From an optimization exercise on the open Yosys and OpenROAD flow, aimed at small area; shortcuts taken in it are not production practice. Only the layout flow was run in this run; the RTL was not checked for function there. No activity file was given, so power comes from the tool's default toggle rates.

### design.v
`default_nettype none
package dbg_pipe_pkg;
	typedef logic [32-1:0]    word_t;
	typedef logic [5-1:0] reg_idx_t;
	typedef word_t [32-1:0] reg_file_t;
	typedef struct packed {
		word_t pc;
		word_t instruction;
	} if_snap_t;
	typedef struct packed {
		word_t    pc_plus4;
		word_t    instruction;
		word_t    write_data;
		reg_idx_t write_addr;
		word_t    alu_result_fwd;
		word_t    reg_data1;
		word_t    reg_data2;
		word_t    sign_ext;
		reg_idx_t rs;
		reg_idx_t rt;
		reg_idx_t rd;
		word_t    pc_jump;
		word_t    pc_branch;
	} id_snap_t;
	typedef struct packed {
		word_t    pc_plus4;
		word_t    reg_data1;
		word_t    reg_data2;
		word_t    sign_ext;
		reg_idx_t rt;
		reg_idx_t rd;
		logic     zero;
		word_t    alu_result;
		word_t    reg_data2_out;
		reg_idx_t dest_reg;
	} ex_snap_t;
	typedef struct packed {
		word_t address;
		word_t write_data;
		word_t read_data;
	} mem_snap_t;
	typedef struct packed {
		word_t mem_data;
		word_t alu_result;
		word_t write_data;
	} wb_snap_t;
	typedef struct packed {
		if_snap_t  if_stage;
		id_snap_t  id_stage;
		ex_snap_t  ex_stage;
		mem_snap_t mem_stage;
		wb_snap_t  wb_stage;
	} pipe_snap_t;
endpackage
`default_nettype wire
`default_nettype none
package dbg_ctrl_pkg;
	typedef enum logic [7:0] {
		cmd_run  = 8'h01,
		cmd_step = 8'h02
	} dbg_cmd_e;
	typedef enum logic [1:0] {
		mode_halt,
		mode_run,
		mode_step,
		mode_finished
	} run_mode_e;
	typedef enum logic [2:0] {
		dump_idle,
		dump_settle,
		dump_capture,
		dump_send,
		dump_wait
	} dump_state_e;
endpackage
`default_nettype wire
`timescale 1ns/100ps
`default_nettype none
module dbg_command_ctrl
(
	input  logic       clk,
	input  logic       reset,
	input  logic       rx_empty,
	input  logic [7:0] r_data,
	input  dbg_pipe_pkg::word_t      pc_plus4,
	output logic       rd_uart,
	output logic       ena_pip
);
	logic      pop_req;
	logic      mode_active;
	logic      program_end;
	dbg_ctrl_pkg::run_mode_e mode;
	assign pop_req = ~rx_empty & ~rd_uart;
	assign mode_active = (mode == dbg_ctrl_pkg::mode_run) || (mode == dbg_ctrl_pkg::mode_step);
	assign program_end = (pc_plus4 == 508);
	function automatic dbg_ctrl_pkg::run_mode_e decode_cmd(input logic [7:0] cmd);
		dbg_ctrl_pkg::run_mode_e next_mode;
		case (cmd)
			dbg_ctrl_pkg::cmd_step: next_mode = dbg_ctrl_pkg::mode_step;
			dbg_ctrl_pkg::cmd_run:  next_mode = dbg_ctrl_pkg::mode_run;
			default:  next_mode = dbg_ctrl_pkg::mode_halt;
		endcase
		decode_cmd = next_mode;
	endfunction
	always_ff @(posedge clk or posedge reset)
	begin
		if (reset)
		begin
			rd_uart <= 1'b0;
			mode    <= dbg_ctrl_pkg::mode_halt;
			ena_pip <= 1'b0;
		end
		else
		begin
			rd_uart <= pop_req;
			if (pop_req)
			begin
				ena_pip <= mode_active;
				if (mode != dbg_ctrl_pkg::mode_finished)
					mode <= decode_cmd(r_data);
			end
			else if (program_end)
			begin
				mode    <= dbg_ctrl_pkg::mode_finished;
				ena_pip <= 1'b0;
			end
			else
			begin
				ena_pip <= mode_active;
				if (mode == dbg_ctrl_pkg::mode_step)
					mode <= dbg_ctrl_pkg::mode_halt;
			end
		end
	end
endmodule
`default_nettype wire
`timescale 1ns/100ps
`default_nettype none
module dbg_snapshot_capture
(
	input  logic       clk,
	input  logic       reset,
	input  logic       capture,
	input  dbg_pipe_pkg::reg_file_t  regs,
	input  dbg_pipe_pkg::pipe_snap_t snap,
	input  logic [7:0] byte_idx,
	output logic [7:0] frame_byte
);
	logic [32-1:0][32-1:0] regs_q;
	dbg_pipe_pkg::pipe_snap_t snap_q;
	logic [0:32-1][32-1:0] reg_seq;
	logic [0:228-1][7:0] frame;
	function automatic logic [7:0] idx_byte(input dbg_pipe_pkg::reg_idx_t idx);
		idx_byte = 8'(idx);
	endfunction
	always_ff @(posedge clk or posedge reset)
	begin
		if (reset)
		begin
			regs_q <= '0;
			snap_q <= '0;
		end
		else if (capture)
		begin
			regs_q <= regs;
			snap_q <= snap;
		end
	end
	always_comb
	begin
		for (int i = 0; i < 32; i++)
			reg_seq[i] = regs_q[i];
	end
	assign frame = {
		reg_seq,
		snap_q.if_stage.pc,
		snap_q.if_stage.instruction,
		snap_q.id_stage.pc_plus4,
		snap_q.id_stage.instruction,
		snap_q.id_stage.write_data,
		idx_byte(snap_q.id_stage.write_addr),
		snap_q.id_stage.alu_result_fwd,
		snap_q.id_stage.reg_data1,
		snap_q.id_stage.reg_data2,
		snap_q.id_stage.sign_ext,
		idx_byte(snap_q.id_stage.rs),
		idx_byte(snap_q.id_stage.rt),
		idx_byte(snap_q.id_stage.rd),
		snap_q.id_stage.pc_jump,
		snap_q.id_stage.pc_branch,
		snap_q.ex_stage.pc_plus4,
		snap_q.ex_stage.reg_data1,
		snap_q.ex_stage.reg_data2,
		snap_q.ex_stage.sign_ext,
		idx_byte(snap_q.ex_stage.rt),
		idx_byte(snap_q.ex_stage.rd),
		{7'b0, snap_q.ex_stage.zero},
		snap_q.ex_stage.alu_result,
		snap_q.ex_stage.reg_data2_out,
		idx_byte(snap_q.ex_stage.dest_reg),
		snap_q.mem_stage.address,
		snap_q.mem_stage.write_data,
		snap_q.mem_stage.read_data,
		snap_q.wb_stage.mem_data,
		snap_q.wb_stage.alu_result,
		snap_q.wb_stage.write_data
	};
	assign frame_byte = frame[byte_idx];
endmodule
`default_nettype wire
`timescale 1ns/100ps
`default_nettype none
module dbg_dump_tx
(
	input  logic       clk,
	input  logic       reset,
	input  logic       dump_req,
	input  logic       tx_done_tick,
	input  logic [7:0] frame_byte,
	output logic       capture,
	output logic [7:0] byte_idx,
	output logic       wr_uart,
	output logic [7:0] w_data
);
	dbg_ctrl_pkg::dump_state_e state;
	logic [7:0]  byte_cnt;
	logic        last_byte;
	assign last_byte = (byte_cnt == 8'(228 - 1));
	assign capture   = (state == dbg_ctrl_pkg::dump_capture);
	assign byte_idx  = byte_cnt;
	always_ff @(posedge clk or posedge reset)
	begin
		if (reset)
		begin
			state    <= dbg_ctrl_pkg::dump_idle;
			byte_cnt <= '0;
			wr_uart  <= 1'b0;
		end
		else
		begin
			wr_uart <= 1'b0;
			case (state)
				dbg_ctrl_pkg::dump_idle:
				begin
					if (dump_req)
						state <= dbg_ctrl_pkg::dump_settle;
				end
				dbg_ctrl_pkg::dump_settle:
					state <= dbg_ctrl_pkg::dump_capture;
				dbg_ctrl_pkg::dump_capture:
				begin
					byte_cnt <= '0;
					state    <= dbg_ctrl_pkg::dump_send;
				end
				dbg_ctrl_pkg::dump_send:
				begin
					wr_uart <= 1'b1;
					state   <= dbg_ctrl_pkg::dump_wait;
				end
				dbg_ctrl_pkg::dump_wait:
				begin
					if (tx_done_tick)
					begin
						if (last_byte)
							state <= dbg_ctrl_pkg::dump_idle;
						else
						begin
							byte_cnt <= byte_cnt + 8'd1;
							state    <= dbg_ctrl_pkg::dump_send;
						end
					end
				end
				default:
					state <= dbg_ctrl_pkg::dump_idle;
			endcase
		end
	end
	always_ff @(posedge clk)
	begin
		if (state == dbg_ctrl_pkg::dump_send)
			w_data <= frame_byte;
	end
endmodule
`default_nettype wire
`timescale 1ns/100ps
`default_nettype none
module debug_unit
(
	input  logic       clk,
	input  logic       reset,
	input  logic       rx_empty,
	input  logic [7:0] r_data,
	output logic       rd_uart,
	input  logic       tx_done_tick,
	output logic       wr_uart,
	output logic [7:0] w_data,
	input  dbg_pipe_pkg::word_t      pc_plus4,
	input  dbg_pipe_pkg::reg_file_t  regs,
	input  dbg_pipe_pkg::pipe_snap_t snap,
	output logic       ena_pip
);
	logic       capture;
	logic [7:0] byte_idx;
	logic [7:0] frame_byte;
	dbg_command_ctrl u_command_ctrl (
		.clk      (clk),
		.reset    (reset),
		.rx_empty (rx_empty),
		.r_data   (r_data),
		.pc_plus4 (pc_plus4),
		.rd_uart  (rd_uart),
		.ena_pip  (ena_pip)
	);
	dbg_dump_tx u_dump_tx (
		.clk          (clk),
		.reset        (reset),
		.dump_req     (rd_uart),
		.tx_done_tick (tx_done_tick),
		.frame_byte   (frame_byte),
		.capture      (capture),
		.byte_idx     (byte_idx),
		.wr_uart      (wr_uart),
		.w_data       (w_data)
	);
	dbg_snapshot_capture u_snapshot_capture (
		.clk        (clk),
		.reset      (reset),
		.capture    (capture),
		.regs       (regs),
		.snap       (snap),
		.byte_idx   (byte_idx),
		.frame_byte (frame_byte)
	);
endmodule
`default_nettype wire
### config.mk
export PLATFORM = sky130hd
export DESIGN_NAME = debug_unit
export DESIGN_NICKNAME = debug_unit
export VERILOG_FILES = /design/flow/design.v
export SDC_FILE = /design/flow/constraint.sdc
export NUM_CORES = 4
export LEC_CHECK = 0
export CAP_MARGIN = 20
export CORE_AREA = 5 5 695 695
export DIE_AREA = 0 0 700 700
export SLEW_MARGIN = 20
### run.sh
#!/bin/bash
# synth_recipe.tcl (not shown) runs the flow's synth.tcl, then flattens the netlist and writes it again
# the make line also repeats each setting of config.mk as NAME=value (left out here)
make -C /OpenROAD-flow-scripts/flow DESIGN_CONFIG=/design/flow/config.mk WORK_HOME=/design/flow/orfs CLKGATE_MAP_FILE= SYNTH_SCRIPT=/design/flow/synth_recipe.tcl finish
### constraint.sdc
create_clock -name core_clock -period 8.0 [get_ports {clk}]
set_input_delay 1.6000 -clock core_clock [delete_from_list [all_inputs] [get_ports {clk}]]
set_output_delay 1.6000 -clock core_clock [all_outputs]
set_load 0.01 [all_outputs]
==> parameters.txt <==
Parameter                              Value

Critical path
  Dominant delay contributor by cell family on the critical path    simple AND/OR/NAND/NOR gates
  Launching point of the worst reg2reg path    u_dump_tx.byte_cnt[2]
  Stage delay of the slowest cell on the critical path    870 ps
  Buffer and inverter count on the worst path    3
  Endpoint of the lowest-slack register-to-register path    u_dump_tx.w_data[3]
  Signal arrival time at the worst endpoint    approximately 6500 ps
  Category of the worst setup path launch point    flip-flop
  Endpoint kind of the worst setup timing path    flip-flop
  Reg2Reg Setup Slack    2230 ps
  Critical path's slowest cell    sky130_fd_sc_hd__dfrtp_4
  Worst Path Class, Setup    flip-flop to flip-flop
  Maximum net fanout on the critical path    30
  FF-to-FF path depth    11
  Cells along the critical path    inv_8 -> ha_4 -> buf_4 -> nor2_4 -> buf_4 -> nand2_1 -> nor3_2 -> a21o_1 -> a32oi_1 -> a211oi_2 -> a31o_1
  Critical Path Most Common Cell    sky130_fd_sc_hd__buf_4
  Critical Path RT    around 8800 ps

Timing
  Relative slew margins    0.246
  Time the final worst path needs with I/O delays and setup    5770 ps
  Least-Margin Pin Slew    1120 ps
  RSZ-0062 raised after global routing    false
  Achievable frequency    173 MHz
  Final total negative setup slack    0 ps
  Maximum clock skew at final layout    70.1 ps
  Final setup vio count    0
  Hold Violations, Final    0
  Final period utilization    0.722
  Final count of pins violating max slew    0

Synth
  Synth Area in Adders    0.000763
  Share of flip-flops with an asynchronous set or reset    0.996
  Area fraction in and, or, nand and nor cells after synthesis    0.0158
  Number of synthesized flops with an enable pin    8
  Ys Warns    3
  Cell area after synthesis    a little over 80000 sq um
  Sequential fraction of the synthesis area    0.556
  Net Count, Synth    6971
  Compound-gate portion of the synthesized area    0.0252
  Unique cell type count in the Yosys netlist    70
  Mean instance size in the synthesized netlist    16.0 sq um
  Multiplexer share of the synthesized area    0.378
  Most common flop cell mapped by yosys    sky130_fd_sc_hd__dfrtp_1
  Post-Syn Instances    roughly 5100
  Xor/xnor share of the synthesized area    0.00127
  Number of synthesized register bits    1820
  Dominant combinational cell family by area after synthesis    multiplexers

Global route
  Number of antenna violations at the first check in global routing    about 260
  Total congestion overflow    0
  Largest net degree at the start of global routing    173
  Global-route total usage across every layer    0.173
  Vias in the first global route    59500
  Global-route wire length before repair    573 mm

Power
  Switching share of power    0.359
  Total power per unit cell area    413 nW/um^2
  Internal    30700 uW
  Reported leakage power    around 0.044 uW
  Sequential fraction of design power    0.357
  Net Switching    around 17000 uW
  Peak supply drop    about 0.36 mV
  Relative contribution of combinational cells to total power    0.417
  Share of power burned in the clock network    0.225

Clocking
  Post-CTS setup buffers    0
  Number of sinks handled by clock tree synthesis    1820
  Clock tree from TritonCTS    done
  Total of cells resized after clock tree synthesis    0
  Clock-pin slew of the registers on the worst-case setup and hold paths    roughly 60 ps
  Buffers from clock root to sink, at most    4
  Cell chosen for the clock root    sky130_fd_sc_hd__clkbuf_16
  Max H-tree Level    4
  Post-CTS Hold Buffers    0
  Cts bufs inserted    around 220
  Clock insertion delay at the later pin of the skew report    900 ps

Min path
  Worst Hold Launch    u_snapshot_capture.snap_q[584]
  Worst Hold End    u_snapshot_capture.snap_q[584]
  Number of instances on the worst hold path    1
  Hold/Removal Path Class    flip-flop to flip-flop

Detailed routing
  Final Routed Wirelength    around 440 mm
  Count of vias placed by the detailed router    55200
  Pre-Repair DR Iteration Count    5
  Drt first-iter violations    ~3600
  DRC viols    0
  Via density per instance    4.10
  Routed wire length per instance    32.7 um
  Count of antenna-violating nets left after detailed routing    0

Floorplanning
  Count of pins on the block boundary    1851
  Chip Width    700 um
  Die boundary height    approximately 700 um
  Initial Utilization    0.173
  Area of the core    around 470000 sq um
  Die area    490000 sq um
  Floorplan row count    approximately 250

Placement
  Port Buf Inserts    approximately 1900
  Final HPWL from detailed placement    approximately 350 mm
  Routability congestion estimate    0.837
  Placement-stage cell area    about 110000 sq um

Finish
  Commonest non-fill, non-tap cell in the layout    sky130_fd_sc_hd__clkdlybuf4s50_1
  Layout Cell Area excl Fill    approximately 120000 sq um
  Commonest cells after routing, fill and taps aside    1850 x sky130_fd_sc_hd__clkdlybuf4s50_1, 1809 x sky130_fd_sc_hd__dfrtp_1, 1808 x sky130_fd_sc_hd__mux2_2
  Proportion of layout cells with a drive suffix above 1    0.392
  Area added between synthesis and finish    41.5%
  FILL cells    49400
  Net count, final    8798

Outcome
  Run status  timing/DRC/antenna clean

Job
  # Max-Cap Violations    0
[cells in the mapped netlist, drive strengths merged (9+ instances only)]
library cell     n  area (sq um)
a211oi          14           105
buf            137          1010
nor3            11          60.1
and2            12          75.1
nor2            60           225
dfrtp         1812         45300
o211ai          10          75.1
clkbuf         233           876
o21ai           28           140
mux4           425          9570
a21oi           46           230
o22ai           30           188
nor2b           10          62.6
mux2          1808         20400
inv             10          37.5
mux2i          103          1030
a32oi            9          78.8
a22oi           48           360
a31oi           22           138
a22o            11          96.3
nand3           35           175
a221oi          17           149
nor4            12          75.1
nand2          112           420
[power by group through the flow]
stage / Sequential (uW) / Clock (uW) / Combinational (uW)
floorplan: 15900 / 0 / 13000
global placement: 17200 / 0 / 20600
detailed placement: 17300 / 0 / 20800
CTS: 17100 / 11200 / 20900
global route: 17600 / 11500 / 21400
finish: 17100 / 10800 / 20000
[flip-flops by register name, indices dropped and copies added, names as in the netlist]
name and cells:
u_command_ctrl.rd_uart 1, u_dump_tx.w_data 8, u_dump_tx.state 3, u_dump_tx.wr_uart 1, u_snapshot_capture.regs_q 1024, u_command_ctrl.mode 2
u_dump_tx.byte_cnt 8, u_command_ctrl.ena_pip 1, u_snapshot_capture.snap_q 772
[routing by layer]
layer,wire [um],GRT usage
met5,703,0
met4,12600,0.0508
met3,26500,0.0406
met2,225000,0.306
met1,176000,0.209
[layout make-up]
| cell class | count | area (sq um) | share of cell area |
|---|---|---|---|
| clock buffers | 312 | 6480 | 0.0558 |
| repair buffers | 1971 | 19800 | 0.170 |
| clock inverters | 94 | 1280 | 0.0111 |
| diodes | 84 | 210 | 0.00181 |
| flip-flops and latches | 1820 | 45600 | 0.393 |
| inverters | 10 | 52.6 | 0.000453 |
| multi-input cells | 2926 | 34800 | 0.300 |
| well taps | 6247 | 7820 | 0.0674 |
[worst max path at each step]
| stage | cells past startpoint | end | slack [ps] | startpoint |
|---|---|---|---|---|
| after global placement | 11 | u_dump_tx.w_data[3] | 1660 | u_dump_tx.byte_cnt[2] |
| after floorplan | 1 | u_command_ctrl.ena_pip | -18740 | reset |
| final | 11 | u_dump_tx.w_data[3] | 2230 | u_dump_tx.byte_cnt[2] |
| after detailed placement | 11 | u_dump_tx.w_data[3] | 2050 | u_dump_tx.byte_cnt[2] |
| after global routing | 11 | u_dump_tx.w_data[3] | 2020 | u_dump_tx.byte_cnt[2] |
| after CTS | 11 | u_dump_tx.w_data[3] | 1990 | u_dump_tx.byte_cnt[2] |
[per-stage QoR]
| step | power, uW | hold slack [ps] | cells | util | setup WS, ps |
|---|---|---|---|---|---|
| floorplan | 29000 | 475 | 5126 | - | -18740 |
| global placement | 37800 | 483 | 13000 | 0.228 | 1660 |
| detailed placement | 38000 | 490 | 13000 | 0.228 | 2050 |
| CTS | 49100 | 503 | 13400 | 0.244 | 1990 |
| global route | 50500 | 508 | 13400 | 0.244 | 2020 |
| finish | 47900 | 500 | 13500 | 0.245 | 2230 |
[worst reg2reg max path, delay by kind of cell (launching register included)]
kind | cells | cell delay [ps]
AND/OR/NAND/NOR | 3 | 1810
buffers and inverters | 3 | 1350
AO/OA/AOI/OAI | 4 | 1080
flip-flops | 1 | 870
adder cells (fa/ha/maj) | 1 | 520
[kinds of logic (layout without fill, tap and decap cells)]
kind of cell / Yosys count / in the layout
fa+ha+maj: 5 / 5
xor+xnor: 11 / 11
mux: 2336 / 2336
flops: 1820 / 1820
compound gates: 292 / 292
buf+inv: 380 / 2387
other cells: 0 / 84
simple gates: 282 / 282

## separate check: timing with driven ports
Ports are ideal in the flow. The routed layout listed here was re-timed in OpenROAD. Step 1 assumes that a clkbuf_16 drives the clock port and a buf_2 every other input. Step 2 times the ports against the registers' clock, not the clock port: input delays grow and output delays shrink by t, the midpoint of the rising clock arrivals with the driver on. Three values: no drivers, after step 1, after step 2; two values: the first two.
shift t [ns]: 0.981
slack for setup (ns): 2.227 / 2.227 / 2.227
clock arrival spread, ns: 0.100 / 0.100
After both steps setup and hold are still met in this run. For this run, drivers alone change the setup slack by 0.000 ns; drivers and shift together by 0.000 ns.
